Background: an optimization exercise with open tools, aiming at small area and a short achievable clock period. Do not read the settings as production practice. RTL that was checked went through simulation tests only; none was proved equivalent to the original. Function not checked in runs 1 and 2: the RTL went through the layout flow alone. Power and IR drop assume default switching activity.

File: flow/design.v
package life_pkg;
    localparam int unsigned KEY_W = 3;
    typedef enum logic [KEY_W-1:0] {
        KEY_NONE  = 3'd0,
        KEY_UP    = 3'd1,
        KEY_DOWN  = 3'd2,
        KEY_LEFT  = 3'd3,
        KEY_RIGHT = 3'd4,
        KEY_FLIP  = 3'd5,
        KEY_NEXT  = 3'd6,
        KEY_RUN   = 3'd7
    } key_e;
    function automatic logic [15:0] life_row(input logic [15:0] a, input logic [15:0] m,
                                             input logic [15:0] b);
        logic [15:0] v0, v1, p0, p1;
        logic        s0, c0, x, y, A, B, C, D;
        for (int j = 0; j < 16; j++) begin
            p0[j] = a[j] ^ b[j];
            p1[j] = a[j] & b[j];
            v0[j] = p0[j] ^ m[j];
            v1[j] = p1[j] | (p0[j] & m[j]);
        end
        for (int j = 0; j < 16; j++) begin
            A = v0[(j + 15) % 16]; B = v0[(j + 1) % 16]; C = p0[j];
            s0 = A ^ B ^ C;
            c0 = (A & B) | (A & C) | (B & C);
            x = v1[(j + 15) % 16]; y = v1[(j + 1) % 16]; D = p1[j];
            life_row[j] = (s0 | m[j]) & ((c0 ^ x ^ y ^ D) & !((c0 | x) & (y | D)) & !(c0 & x) & !(y & D));
        end
    endfunction
endpackage
module life_data (
    input  logic        clk,
    input  logic        reset,
    input  logic        swap,
    input  logic        flip_en,
    input  logic [3:0]  flip_d,    
    input  logic [3:0]  flip_x,
    output logic [15:0] disp_row
);
    logic [15:0][15:0] brd;   
    logic [14:0][15:0] nxt;   
    logic [15:0]       new_row;
    logic [15:0]       col_sel;
    assign new_row  = life_pkg::life_row(brd[15], brd[0], brd[1]);
    assign disp_row = brd[0];
    assign col_sel  = 16'b1 << flip_x;
    always_ff @(posedge clk or negedge reset) begin
        if (!reset) begin
            brd <= '0;
        end else begin
            for (int i = 0; i < 16; i++) begin
                if (swap) begin
                    brd[i] <= (i == 15) ? new_row : nxt[i % 15];
                end else begin
                    brd[i] <= brd[(i + 1) % 16]
                            ^ ((flip_en && (flip_d == 4'((i + 1) % 16))) ? col_sel : 16'b0);
                end
            end
        end
    end
    always_ff @(posedge clk) begin
        nxt[14] <= new_row;
        for (int i = 0; i < 14; i++) begin
            nxt[i] <= nxt[i + 1];
        end
    end
endmodule
module life #(
    parameter int unsigned X         = 16,
    parameter int unsigned Y         = 16,
    parameter int unsigned LOG2X     = 4,
    parameter int unsigned LOG2Y     = 4,
    parameter int unsigned HIGH_BITS = 10
) (
    input  logic             clk,
    input  logic             reset,
    input  logic [life_pkg::KEY_W-1:0] keys,
    output logic [Y-1:0]     row,
    output logic [X-1:0]     col
);
    life_pkg::key_e       key_c;
    logic                 sweep;      
    logic                 swap;       
    logic [7:0]           k;          
    logic [LOG2X-1:0]     cx;
    logic [LOG2Y-1:0]     cd;         
    logic                 run_mode;
    logic [HIGH_BITS-1:0] prescaler;
    logic                 scan_on;    
    logic             idle_c;
    logic             start_c;
    logic             flip_c;
    logic [X-1:0]     disp_row;
    assign key_c   = life_pkg::key_e'(keys);
    assign idle_c  = !sweep && !swap;
    assign start_c = idle_c && ((key_c == life_pkg::KEY_NEXT) || (run_mode && (&prescaler)));
    assign flip_c  = idle_c && (key_c == life_pkg::KEY_FLIP);
    always_ff @(posedge clk or negedge reset) begin
        if (!reset) begin
            sweep <= 1'b0;
            swap  <= 1'b0;
        end else begin
            swap  <= sweep && (&k);
            sweep <= start_c || (sweep && !(&k));
        end
    end
    always_ff @(posedge clk) begin
        k <= sweep ? k + 1'b1 : 8'd0;
    end
    always_ff @(posedge clk or negedge reset) begin
        if (!reset) begin
            cx <= '0;
            cd <= '0;
        end else begin
            cd <= cd - 1'b1;
            if (idle_c) begin
                case (key_c)
                    life_pkg::KEY_UP:    cd <= cd - 2'd2;
                    life_pkg::KEY_DOWN:  cd <= cd;
                    life_pkg::KEY_LEFT:  cx <= cx - 1'b1;
                    life_pkg::KEY_RIGHT: cx <= cx + 1'b1;
                    default: ;
                endcase
            end
        end
    end
    always_ff @(posedge clk or negedge reset) begin
        if (!reset) begin
            prescaler <= '0;
            run_mode  <= 1'b0;
        end else begin
            prescaler <= prescaler + 1'b1;
            if (key_c == life_pkg::KEY_RUN) begin
                run_mode <= ~run_mode;
            end
        end
    end
    always_ff @(posedge clk or negedge reset) begin
        if (!reset) begin
            scan_on <= 1'b0;
            row     <= '0;
            col     <= '0;
        end else begin
            scan_on <= 1'b1;
            row     <= {row[Y-2:0], row[Y-1] | !scan_on};
            col     <= disp_row;
        end
    end
    life_data l_data (
        .clk      (clk),
        .reset    (reset),
        .swap     (swap),
        .flip_en  (flip_c),
        .flip_d   (cd),
        .flip_x   (cx),
        .disp_row (disp_row)
    );
endmodule
File: flow/run.sh
#!/bin/bash
# synth_recipe.tcl (not shown) runs the flow's synth.tcl, then flattens the netlist and writes it again
# the make line also repeats each setting of config.mk as NAME=value (left out here)
make -C /OpenROAD-flow-scripts/flow DESIGN_CONFIG=/design/flow/config.mk WORK_HOME=/design/flow/orfs CLKGATE_MAP_FILE= SYNTH_SCRIPT=/design/flow/synth_recipe.tcl finish
File: flow/config.mk
export PLATFORM = sky130hd
export DESIGN_NAME = life
export DESIGN_NICKNAME = life
export VERILOG_FILES = /design/flow/design.v
export SDC_FILE = /design/flow/constraint.sdc
export NUM_CORES = 4
export LEC_CHECK = 0
export CAP_MARGIN = 40
export CORE_MARGIN = 2
export CORE_UTILIZATION = 40
export SETUP_SLACK_MARGIN = 5
export SLEW_MARGIN = 40
File: flow/constraint.sdc
create_clock -name core_clock -period 9.0 [get_ports {clk}]
set_input_delay 1.8000 -clock core_clock [delete_from_list [all_inputs] [get_ports {clk}]]
set_output_delay 1.8000 -clock core_clock [all_outputs]
set_load 0.01 [all_outputs]
==> results by group, run 1 <==
Outcome
  – Status: finished clean

Yosys
  – Ys flop type: dfrtp_1
  – Net Count, Synth: ~2.2k
  – Post-Syn Area: around 23000 sq um
  – Yosys top cell area share: 34.33%
  – Mux contribution to synthesized area: 0.7918%
  – Main combinational cell family by area after synthesis: simple AND/OR/NAND/NOR gates
  – Synth cell types: about 60
  – Post-synthesis adder-cell area fraction: under 10%
  – Synth top area cells: dfrtp_1, dfxtp_1, xor2_1
  – Simple-gate portion of the synthesized area: between 10% and 20%
  – Post-synth EDFFs: 0
  – Synth warnings: 2
  – Syn avg cell area: ~11 sq um
  – #FFs+latches synth: ~560
  – Synth Area in Compound Gates: under 10%
  – Register area share after synthesis: 56.30%
  – Commonest cells in the netlist: dfrtp_1, nand3_1, nand2_1, dfxtp_1, xor2_1
  – Top-count cell post-synth: dfrtp_1
  – Synth Instances: between 2k and 2.5k
  – Post-Synth XOR/XNOR Area: 11.51%
  – Area leader, netlist: dfrtp_1
  – Post-synth ARST share: 55.56%

CTS
  – CTS tree: done
  – Setup bufs post-CTS: 0
  – CTS resizes: 0
  – Clock slew at reported path FFs: about 60 ps
  – Num CTS Buffers: between 50 and 60
  – TritonCTS sink count: approximately 560
  – CTS Hold Bufs: 0
  – H-tree levels: 2
  – Clk latency of the worst-skew pair: around 600 ps
  – Root Driver: clkbuf_16
  – Clk buf depth: 3

STA
  – RSZ-0062 raised after global routing: no
  – Final worst path period need: ~3800 ps
  – Final-report hold violation count: 0
  – Final WS setup: 5188 ps
  – Rel. slew slack: between 40% and 50%
  – Setup TNS: 0 ps
  – Crit share post-route: around 42%
  – Clock Skews: 30.68 ps
  – Final slew viol count: 0
  – Worst slew pin tran: roughly 800 ps
  – Max Freq: 262.3 MHz
  – # setup viols final: 0

Setup path
  – Slowest stage delay, CP: around 810 ps
  – Worst r2r src: l_data.brd[10]
  – CP Capture Type: flop
  – Crit path max-delay cell type: clkdlybuf4s50_1
  – Worst R2R Setup Slack: 5730 ps
  – Critical path class: input port to flop
  – CP Launch Type: input port
  – Critical Path RT: about 9500 ps
  – RR Endpoint: l_data.brd[251]
  – R2r worst-path depth: 10
  – Crit path cell chain: clkdlybuf4s50_1, or3b_1, ha_1, nand3_1, and3b_1, o21a_1, xor2_1
  – Kind of cell adding the most delay to the critical path: simple AND/OR/NAND/NOR gates
  – Crit path buf inv count: 1
  – Critical path data arrival time: between 4000 and 5000 ps
  – Critical path fanouts, max: 19

Power
  – Pint: approximately 4.2 mW
  – Peak supply drop: between 0.15 and 0.2 mV
  – Leakage dissipation: roughly 11 nW
  – Power Density: 219.9 nW/um^2
  – Net switching power: about 1.4 mW
  – Total Power: between 5 and 6 mW
  – Logic gate share of total power: under 10%
  – Clock power frac: 43.1%
  – Seq pwr share: around 48%
  – Switching Fraction: roughly a quarter

Die
  – Cell Rows: slightly below 90
  – Die area: a little under 60000 sq um
  – Starting density of the core: about two fifths
  – Core area: 56170 sq um
  – Ports: 37
  – Die width: roughly 240 um
  – Die height: roughly 240 um

Placement
  – RePlAce Congestion: roughly 0.8
  – # port buffers: 36
  – Dpl hpwl: around 26 mm
  – Pre-CTS setup slack: between 4000 and 5000 ps

Route
  – DRT Pass-1 Iters: 5
  – Routed wl met3: between 1.5 and 2 mm
  – DRC viols: 0
  – Highest metal layer with signal wires: met4
  – Final wirelength: 46.89 mm
  – Detail Route met2 WL: approximately 22 mm
  – Via-per-instance ratio: slightly below 5
  – Initial detailed-routing violation count: between 900 and 1k
  – Average wire per standard cell: between 15 and 20 um
  – Metal-1 WL: around 22 mm
  – Final ANT Viol Nets: 0
  – Routed via count: approximately 14k

Worst hold path
  – HP Start: l_data.nxt[138]
  – Hold depth: 0
  – Hold Path End: l_data.nxt[122]
  – Min-delay worst type: flop to flop

Layout
  – Fillcell total: ~5.2k
  – Fin nets: 2211
  – Share of layout cells above drive strength 1: 7.027%
  – N_diodes: 0
  – Area Overhead vs Synth: 12.90%

Flow run
  – Max-cap viol count: 0

Global route
  – Pin count of the biggest net entering global routing: 120
  – First-pass GRT wire length: 78.74 mm
  – Total grt overflow: 0
  – Initial antenna violation count: 2
  – Vias in the first global route: approximately 15k
  – Tot GR Track Use: about 16%
sequential cells by signal, summed over array words and instances (netlist names), 4 cells and up:
signal      cells
l_data.brd    256
cd              4
prescaler      10
row            16
cx              4
l_data.nxt    240
k               8
col            16
cell usage in the layout, fill, tap and decap left out, types with 4 or more instances in the layout:
cell type and n:
inv_1 92, nor3b_1 8, clkbuf_8 13, nor4bb_4 6, clkbuf_16 59, clkdlybuf4s50_1 35, a221oi_1 5, ha_1 71
nand2b_1 6, xnor2_1 61, fa_1 19, o21ai_1 228, o21ai_0 22, a21oi_1 18, nand3_1 266, dfxtp_1 248
clkbuf_1 21, nand3b_1 19, a2111oi_0 4, buf_6 11, nor4b_4 4, mux2_2 14, bufinv_16 5, clkinv_2 6
nor2_1 27, a211oi_1 8, buf_4 15, xor2_1 236, dfrtp_1 307, nand2_1 263, and4b_1 4
worst max path at each step:
stage / startpoint / endpoint / slack (ps) / cells after the start
finish: keys[1] / cx[3] / 5190 / 7
global route: keys[1] / l_data.brd[251] / 5120 / 6
CTS: keys[1] / l_data.brd[70] / 5160 / 6
detailed placement: keys[1] / l_data.brd[245] / 4520 / 6
global placement: keys[1] / l_data.brd[247] / 4600 / 6
floorplan: keys[1] / cx[3] / 5590 / 7
metal layers:
| metal | track usage (%) | vias up |
|---|---|---|
| met1 | 22.12 | 7170 |
| met3 | 2.908 | 64 |
| met2 | 26.82 | 209 |
| met4 | 4.466 | 0 |
| li1 | - | 7001 |
| met5 | 0 | - |
per-stage QoR:
step	cell area [sq um]	util [%]	hold WS, ps	cells
after CTS	25440	45.29	319.6	2915
final	25510	45.42	319.6	2919
after floorplan	22600	-	331.1	2140
after global routing	25510	45.42	330.3	2919
after detailed placement	23500	41.83	335.2	2808
after global placement	23450	41.75	333.3	2806
cell type report:
type                    instances  area (sq um)  area share, %
well taps                     756         945.9          3.708
multi-input cells            1341          8900          34.88
clock inverters                14         206.4         0.8092
repair buffers                 64         649.4          2.545
flip-flops and latches        558         12730          49.89
inverters                      93         349.1          1.368
clock buffers                  93          1734          6.797
cells by family after synthesis:
| kind of cell | count (synthesis) |
|---|---|
| AND/OR/NAND/NOR | 632 |
| flip-flops | 558 |
| AO/OA/AOI/OAI | 305 |
| XOR/XNOR | 297 |
| buffers and inverters | 241 |
| adder cells (fa/ha/maj) | 90 |
| multiplexers | 16 |
| other | 1 |
power by group through the flow:
stage	clock, mW	sequential (mW)	combinational [mW]
after floorplan	0	2.67	0.385
after global placement	0	2.71	0.498
after detailed placement	0	2.71	0.518
after CTS	2.49	2.66	0.521
after global routing	2.58	2.67	0.578
final	2.42	2.66	0.526
==> run 2: changes to the inputs <==
--- a/flow/config.mk
+++ b/flow/config.mk
@@ -9,4 +9,5 @@
 export CORE_MARGIN = 2
 export CORE_UTILIZATION = 40
+export CTS_BUF_LIST = sky130_fd_sc_hd__clkbuf_4 sky130_fd_sc_hd__clkbuf_8
 export SETUP_SLACK_MARGIN = 5
 export SLEW_MARGIN = 40
==> results by group, run 2 <==
Outcome
  – Status: finished clean

Layout
  – Fin nets: 2245 (+1.5%)
  – Share of layout cells above drive strength 1: 10.76% (+3.7 points)
  – Most flops, register: l_data.brd
  – Area Overhead vs Synth: 13.83%
  – Most frequent cells in the layout: dfrtp_1, nand3_1, nand2_1
  – Biggest regs: l_data.brd: 256 flops, l_data.nxt: 240 flops
  – Max reg flops: 256 (unchanged)
  – Commonest non-fill, non-tap cell in the layout: dfrtp_1

STA
  – Final-report hold violation count: 0 (unchanged)
  – Final worst path period need: 3812 ps (-0.08000 ps)
  – Crit share post-route: 42.36% (about the same)
  – Worst slew pin tran: 798.5 ps (+13.77 ps)
  – Rel. slew slack: 46.77% (-0.75 points)
  – Clock Skews: 25.94 ps (-4.739 ps)
  – Final slew viol count: 0 (unchanged)
  – Setup TNS: 0 ps (unchanged)
  – Max Freq: 262.3 MHz (about the same)
  – # setup viols final: 0 (unchanged)
  – Post-Route Hold Slack: 332.9 ps (+13.29 ps)
  – RSZ-0062 raised after global routing: no

Setup path
  – Crit path max-delay cell type: clkdlybuf4s50_1
  – CP Capture Type: flop
  – Critical Path RT: 9530 ps (+50 ps)
  – Critical path class: input port to flop
  – CP Launch Type: input port
  – Slowest stage delay, CP: 810 ps (about the same)
  – Critical path fanouts, max: 64 (+45)
  – Critical path data arrival time: 4350 ps (+60 ps)
  – Crit path cell chain: clkdlybuf4s50_1, nor4b_2, buf_4, nand3_1, xnor2_1, mux2_2

CTS
  – CTS resizes: 0 (unchanged)
  – Root Driver: clkbuf_8
  – TritonCTS sink count: 558 (unchanged)
  – CTS tree: done
  – Num CTS Buffers: 92 (+59%)
  – CTS Hold Bufs: 0 (unchanged)
  – Clk latency of the worst-skew pair: 670 ps (+60 ps)
  – Clock slew at reported path FFs: 60 ps (about the same)
  – Setup bufs post-CTS: 0 (unchanged)
  – H-tree levels: 3 (+1)
  – Clk buf depth: 3 (unchanged)

Global route
  – First-pass GRT wire length: 79.43 mm (+0.89%)
  – Initial antenna violation count: 4 (+2)
  – Vias in the first global route: 15.48k (+2.5%)
  – Total grt overflow: 0 (unchanged)
  – Tot GR Track Use: 16.54% (+0.25 points)
  – Pin count of the biggest net entering global routing: 120 (unchanged)

Power
  – Leakage dissipation: 11.16 nW (+1.7%)
  – Net switching power: 1.450 mW (+3.2%)
  – Seq pwr share: 46.9% (-0.6 points)
  – Clock power frac: 43.8% (+0.7 points)
  – Logic gate share of total power: 9.2% (-0.2 points)
  – Total Power: 5.677 mW (+1.2%)
  – Power Density: 220.7 nW/um^2 (+0.35%)
  – Peak supply drop: 0.1036 mV (-33%)
  – Pint: 4.226 mW (+0.50%)
  – Switching Fraction: 25.55% (+0.50 points)

Route
  – DRT Pass-1 Iters: 7 (+2)
  – Routed via count: 14.74k (+2.0%)
  – Final wirelength: 47.38 mm (+1.0%)
  – DRC viols: 0 (unchanged)
  – Via-per-instance ratio: 4.935 (-0.27%)
  – Final ANT Viol Nets: 0 (unchanged)
  – Initial detailed-routing violation count: 922 (-3.2%)
  – Average wire per standard cell: 15.86 um (-1.3%)

Yosys
  – Post-synth EDFFs: 0 (unchanged)
  – Post-synth ARST share: 55.56% (unchanged)
  – Register area share after synthesis: 56.30% (unchanged)
  – Yosys top cell area share: 34.33% (unchanged)
  – Syn avg cell area: 10.56 sq um (unchanged)
  – Synth Instances: 2140 (unchanged)
  – #FFs+latches synth: 558 (unchanged)
  – Ys flop type: dfrtp_1
  – Commonest cells in the netlist: dfrtp_1, nand3_1, nand2_1, dfxtp_1, xor2_1
  – Top-count cell post-synth: dfrtp_1
  – Synth warnings: 2 (unchanged)
  – Area leader, netlist: dfrtp_1
  – Net Count, Synth: 2235 (unchanged)
  – Synth top area cells: dfrtp_1, dfxtp_1, xor2_1
  – Synth cell types: 59 (unchanged)
  – Post-Syn Area: 22600 sq um (unchanged)

Placement
  – # port buffers: 36 (unchanged)
  – RePlAce Congestion: 0.7927 (unchanged)
  – Dpl hpwl: 26.03 mm (unchanged)

Worst hold path
  – Min-delay worst type: flop to flop

Die
  – Die area: 58410 sq um (unchanged)
  – Die width: 241.7 um (unchanged)
  – Ports: 37 (unchanged)
  – Cell Rows: 87 (unchanged)
  – Starting density of the core: 40.23% (unchanged)
  – Die height: 241.7 um (unchanged)
  – Core area: 56170 sq um (unchanged)

Flow run
  – Max-cap viol count: 0 (unchanged)
-- run 2: path summary, 6_finish.rpt --
path / startpoint / cells past startpoint / slack, ps / end
setup / recovery: keys[1] / 6 / 5190 / l_data.brd[250]
hold / removal: l_data.nxt[70] / 0 / 330 / l_data.nxt[54]
min in group asynchronous: reset / 1 / 1000 / l_data.brd[195]
max in group asynchronous: reset / 3 / 6630 / swap
hold reg to reg: l_data.nxt[70] / 0 / 330 / l_data.nxt[54]
setup reg to reg: l_data.brd[11] / 10 / 5770 / l_data.brd[252]
-- run 2: worst max-delay path: cells and delay by family --
| family | cells | cell delay (ps) |
|---|---|---|
| XOR/XNOR | 1 | 170 |
| buffers and inverters | 2 | 1460 |
| multiplexers | 1 | 260 |
| AND/OR/NAND/NOR | 2 | 590 |
-- run 2: layout make-up --
class / instances / area, sq um
Inverter: 93 / 349.1
Multi-Input combinational cell: 1341 / 8900
Tap cell: 756 / 945.9
Clock buffer: 154 / 1938
Fill cell: 5208 / 30450
Sequential cell: 558 / 12730
Antenna cell: 1 / 2.502
Timing Repair Buffer: 64 / 645.6
Clock inverter: 20 / 214.0
-- run 2: cell families after synthesis --
group	count (synthesis)	synth area share, %
AOI/OAI and AO/OA	305	7.248
adders and majority gates	90	5.614
DFF	558	56.30
buffers and inverters	241	4.789
xor gates and xnor gates	297	11.51
other	1	0.01659
and+or+nand+nor	632	13.73
muxes	16	0.7918
-- run 2: per-layer routing --
layer	global-route usage (%)	vias up	share of wire, %
met5	0	-	0.038
met3	3.208	85	4.5
li1	-	7098	-
met4	6.536	2	2.4
met2	26.63	268	47
met1	22.00	7287	46
-- run 2: power groups by stage --
stage | clock, mW | combinational, mW | sequential, mW
floorplan | 0 | 0.385 | 2.67
global placement | 0 | 0.498 | 2.71
detailed placement | 0 | 0.518 | 2.71
CTS | 2.56 | 0.520 | 2.66
global route | 2.67 | 0.577 | 2.67
finish | 2.49 | 0.525 | 2.66
-- run 2: metrics by stage --
stage	util (%)	worst slack [ps]	instance area, sq um	cells
after floorplan	-	5592	22600	2140
after global placement	41.75	4605	23450	2806
after detailed placement	41.83	4523	23500	2808
after CTS	45.66	5264	25650	2982
after global routing	45.80	5081	25720	2987
final	45.80	5188	25720	2987
==> run 3: changes to the inputs <==
--- a/flow/design.v
+++ b/flow/design.v
@@ -13,18 +13,12 @@
     function automatic logic [15:0] life_row(input logic [15:0] a, input logic [15:0] m,
                                              input logic [15:0] b);
-        logic [15:0] v0, v1, p0, p1;
-        logic        s0, c0, x, y, A, B, C, D;
+        logic [1:0] cs [16];
+        logic [3:0] s;
         for (int j = 0; j < 16; j++) begin
-            p0[j] = a[j] ^ b[j];
-            p1[j] = a[j] & b[j];
-            v0[j] = p0[j] ^ m[j];
-            v1[j] = p1[j] | (p0[j] & m[j]);
+            cs[j] = {1'b0, a[j]} + {1'b0, m[j]} + {1'b0, b[j]};
         end
         for (int j = 0; j < 16; j++) begin
-            A = v0[(j + 15) % 16]; B = v0[(j + 1) % 16]; C = p0[j];
-            s0 = A ^ B ^ C;
-            c0 = (A & B) | (A & C) | (B & C);
-            x = v1[(j + 15) % 16]; y = v1[(j + 1) % 16]; D = p1[j];
-            life_row[j] = (s0 | m[j]) & ((c0 ^ x ^ y ^ D) & !((c0 | x) & (y | D)) & !(c0 & x) & !(y & D));
+            s = {2'b0, cs[(j + 15) % 16]} + {2'b0, cs[j]} + {2'b0, cs[(j + 1) % 16]};
+            life_row[j] = (s == 4'd3) || (m[j] && (s == 4'd4));
         end
     endfunction
--- a/flow/config.mk
+++ b/flow/config.mk
@@ -9,5 +9,3 @@
 export CORE_MARGIN = 2
 export CORE_UTILIZATION = 40
-export CTS_BUF_LIST = sky130_fd_sc_hd__clkbuf_4 sky130_fd_sc_hd__clkbuf_8
-export SETUP_SLACK_MARGIN = 5
 export SLEW_MARGIN = 40
==> results by group, run 3 <==
Yosys
  – Post-synthesis adder-cell area fraction: 7.406% (+1.8 points)
  – Ys flop type: dfrtp_1
  – Area leader, netlist: dfrtp_1
  – Main combinational cell family by area after synthesis: simple AND/OR/NAND/NOR gates
  – Commonest cells in the netlist: dfrtp_1, nand2_1, dfxtp_1, o21ai_1, nand3_1
  – Simple-gate portion of the synthesized area: 15.37% (+1.6 points)
  – Mux contribution to synthesized area: 0.9217% (+0.13 points)
  – Synth Area in Compound Gates: 7.207% (-0.041 points)
  – Post-Syn Area: 23210 sq um (+2.7%)
  – Net Count, Synth: 2281 (+2.1%)
  – Synth warnings: 3 (+1)
  – Syn avg cell area: 10.71 sq um (+1.4%)
  – #FFs+latches synth: 558 (unchanged)
  – Yosys top cell area share: 33.42% (-0.91 points)
  – Register area share after synthesis: 54.81% (-1.5 points)
  – Synth Instances: 2168 (+1.3%)
  – Post-synth ARST share: 55.56% (unchanged)
  – Top-count cell post-synth: dfrtp_1
  – Post-Synth XOR/XNOR Area: 10.38% (-1.1 points)
  – Post-synth EDFFs: 0 (unchanged)
  – Synth top area cells: dfrtp_1, dfxtp_1, xor2_1
  – Synth cell types: 52 (-12%)

Layout
  – Biggest regs: l_data.brd: 256 flops, l_data.nxt: 240 flops
  – Multi-input gate area: 9698 sq um (+9.0%)
  – Fillcell total: 5241 (+0.63%)
  – Max reg flops: 256 (unchanged)
  – Register area: 12730 sq um (unchanged)
  – Share of layout cells above drive strength 1: 8.688% (-2.1 points)
  – Final core utilization: 45.48% (-0.31 points)
  – Most frequent cells in the layout: dfrtp_1, nand2_1, dfxtp_1
  – Commonest non-fill, non-tap cell in the layout: dfrtp_1
  – Area Overhead vs Synth: 12.83%
  – N_diodes: 0 (-1)
  – Fin nets: 2254 (+0.40%)
  – Most flops, register: l_data.brd

Setup path
  – CP Capture Type: flop
  – RR Endpoint: l_data.brd[255]
  – Worst r2r src: l_data.brd[15]
  – Worst R2R Setup Slack: 5730 ps (-40 ps)
  – Critical path origin: keys[1]
  – R2r worst-path depth: 9 (-1)
  – CP Launch Type: input port
  – Critical path fanouts, max: 35 (-45%)
  – Critical Path RT: 9450 ps (-80 ps)
  – Critical path data arrival time: 4540 ps (+190 ps)
  – Critical path class: input port to flop

Route
  – Via-per-instance ratio: 5.038 (+2.1%)
  – DRT Pass-1 Iters: 5 (-2)
  – DRC viols: 0 (unchanged)
  – Final ANT Viol Nets: 0 (unchanged)
  – Initial detailed-routing violation count: 931 (+0.98%)
  – Final wirelength: 49.33 mm (+4.1%)
  – Routed via count: 14.87k (+0.90%)
  – Average wire per standard cell: 16.71 um (+5.3%)

CTS
  – CTS tree: done
  – Clk latency of the worst-skew pair: 600 ps (-70 ps)
  – Num CTS Buffers: 54 (-41%)
  – Root Driver: clkbuf_16
  – CTS resizes: 0 (unchanged)
  – H-tree levels: 2 (-1)
  – TritonCTS sink count: 558 (unchanged)
  – CTS Hold Bufs: 0 (unchanged)
  – Setup bufs post-CTS: 0 (unchanged)
  – Clock slew at reported path FFs: 60 ps (about the same)
  – Clk buf depth: 3 (unchanged)

STA
  – Final WS setup: 4901 ps (-286.5 ps)
  – # setup viols final: 0 (unchanged)
  – Final slew viol count: 0 (unchanged)
  – Setup TNS: 0 ps (unchanged)
  – Worst slew pin tran: 828.6 ps (+30.13 ps)
  – Crit share post-route: 45.54% (+3.2 points)
  – Rel. slew slack: 44.53% (-2.2 points)
  – Clock Skews: 19.90 ps (-6.037 ps)
  – Final worst path period need: 4099 ps (+286.5 ps)
  – Max Freq: 244.0 MHz (-7.0%)
  – Final-report hold violation count: 0 (unchanged)
  – RSZ-0062 raised after global routing: no

Global route
  – First-pass GRT wire length: 82.33 mm (+3.6%)
  – Total grt overflow: 0 (unchanged)
  – Initial antenna violation count: 0 (-4)
  – Tot GR Track Use: 16.90% (+0.37 points)
  – Pin count of the biggest net entering global routing: 155 (+29%)
  – Vias in the first global route: 15.36k (-0.76%)

Die
  – Starting density of the core: 40.31% (+0.077 points)
  – Ports: 37 (unchanged)
  – Die height: 244.9 um (+1.3%)
  – Die width: 244.9 um (+1.3%)
  – Die area: 59970 sq um (+2.7%)
  – Core area: 57590 sq um (+2.5%)
  – Cell Rows: 88 (+1.1%)

Flow run
  – Max-cap viol count: 0 (unchanged)

Worst hold path
  – Min-delay worst type: flop to flop
  – HP Start: l_data.nxt[35]
  – Hold depth: 0 (unchanged)
  – Hold Path End: l_data.nxt[19]

Power
  – Peak supply drop: 0.1576 mV (+52%)
  – Total Power: 5.013 mW (-12%)
  – Leakage dissipation: 8.546 nW (-23%)
  – Power Density: 191.4 nW/um^2 (-13%)

Placement
  – # port buffers: 36 (unchanged)
  – RePlAce Congestion: 0.7731 (-2.5%)
  – Pre-CTS setup slack: 4269 ps (-253.8 ps)
  – Dpl hpwl: 28.62 mm (+10%)

Outcome
  – Status: finished clean
## run 3: cell count changes in the layout (fill, tap and decap cells not counted), sizes merged, moves of 14 or more
cell	before	now
nand2	263	277
fa	19	49
clkbuf	154	90
a31oi	3	33
xnor2	61	94
inv	94	72
o32ai	0	16
xor2	236	181
nor2b	1	33
nand3b	19	0
nor3	4	65
nand3	266	206
a21oi	18	4
## run 3: worst max path at each step
stage / slack [ps] / depth (start not counted) / end
finish: 4900 / 7 / l_data.brd[32]
global route: 4740 / 7 / l_data.brd[32]
CTS: 4900 / 7 / l_data.brd[32]
detailed placement: 4270 / 7 / l_data.brd[32]
global placement: 4150 / 6 / l_data.brd[172]
floorplan: 5270 / 9 / cx[3]
## run 3: per-stage QoR
step / hold WS [ps] / cell area (sq um) / instances
floorplan: 331.1 / 23210 / 2168
global placement: 332.9 / 24140 / 2844
detailed placement: 335.7 / 24310 / 2849
CTS: 342.0 / 26160 / 2951
global route: 353.0 / 26190 / 2952
finish: 342.6 / 26190 / 2952
## run 3: metal layers
layer / GRT usage [%] / wire length (um)
met1: 23.97 / 23390
met2: 26.69 / 22780
met3: 2.416 / 2005
met4: 5.434 / 1157
met5: 0 / 0
## run 3: cells by family after synthesis
| group | Yosys count |
|---|---|
| buf+inv | 218 |
| compound gates | 308 |
| xor+xnor | 275 |
| mux | 19 |
| fa+ha+maj | 108 |
| simple gates | 681 |
| flops | 558 |
| other cells | 1 |
## run 3: critical path, stage by stage
cell,delay [ps]
clkdlybuf4s50_1,820
nor4b_4,620
buf_4,270
buf_4,540
nand3_1,170
xor2_1,190
o21ai_1,80
## run 3: final cells by class
type                    instances  share of cell area [%]
clock inverters                13                  0.5494
well taps                     765                   3.655
flip-flops and latches        558                   48.60
multi-input cells            1392                   37.03
clock buffers                  89                   6.516
inverters                      72                   1.032
repair buffers                 63                   2.623
## run 3: power by group
group / switching [mW] / internal, mW
sequential: 0.0145 / 2.50
clock: 0.944 / 1.38
combinational: 0.128 / 0.0468

static timing again, ports no longer ideal:
How much do the figures lean on ideal ports? The routed layouts below were timed once more, with nothing changed but the port constraints. Step 1, drivers: a clkbuf_16 drives clk and a buf_2 each remaining input, both assumed. Step 2 adds t to the input delays and takes it off the output delays; t is the mean of the earliest and latest rising clock arrival at the registers after step 1. Input paths then give back, and output paths get back, about the clock's delay inside the block. Three values: ideal, step 1, step 2; two values: the first two.
run | shift t [ns] | setup WS [ns] | latest minus earliest clock arrival (ns) | worst data-port slew with drivers (ns)
run 1 | 0.658 | 5.188 / 5.230 / 4.572 | 0.032 / 0.032 | 0.06
run 2 | 0.710 | 5.188 / 5.219 / 4.509 | 0.027 / 0.027 | 0.05
run 3 | 0.647 | 4.901 / 4.937 / 4.290 | 0.020 / 0.020 | 0.05
After both steps setup and hold are still met in every run listed. For run 2, which loses most, drivers alone change the setup slack by +0.031 ns; drivers and shift together by -0.679 ns.
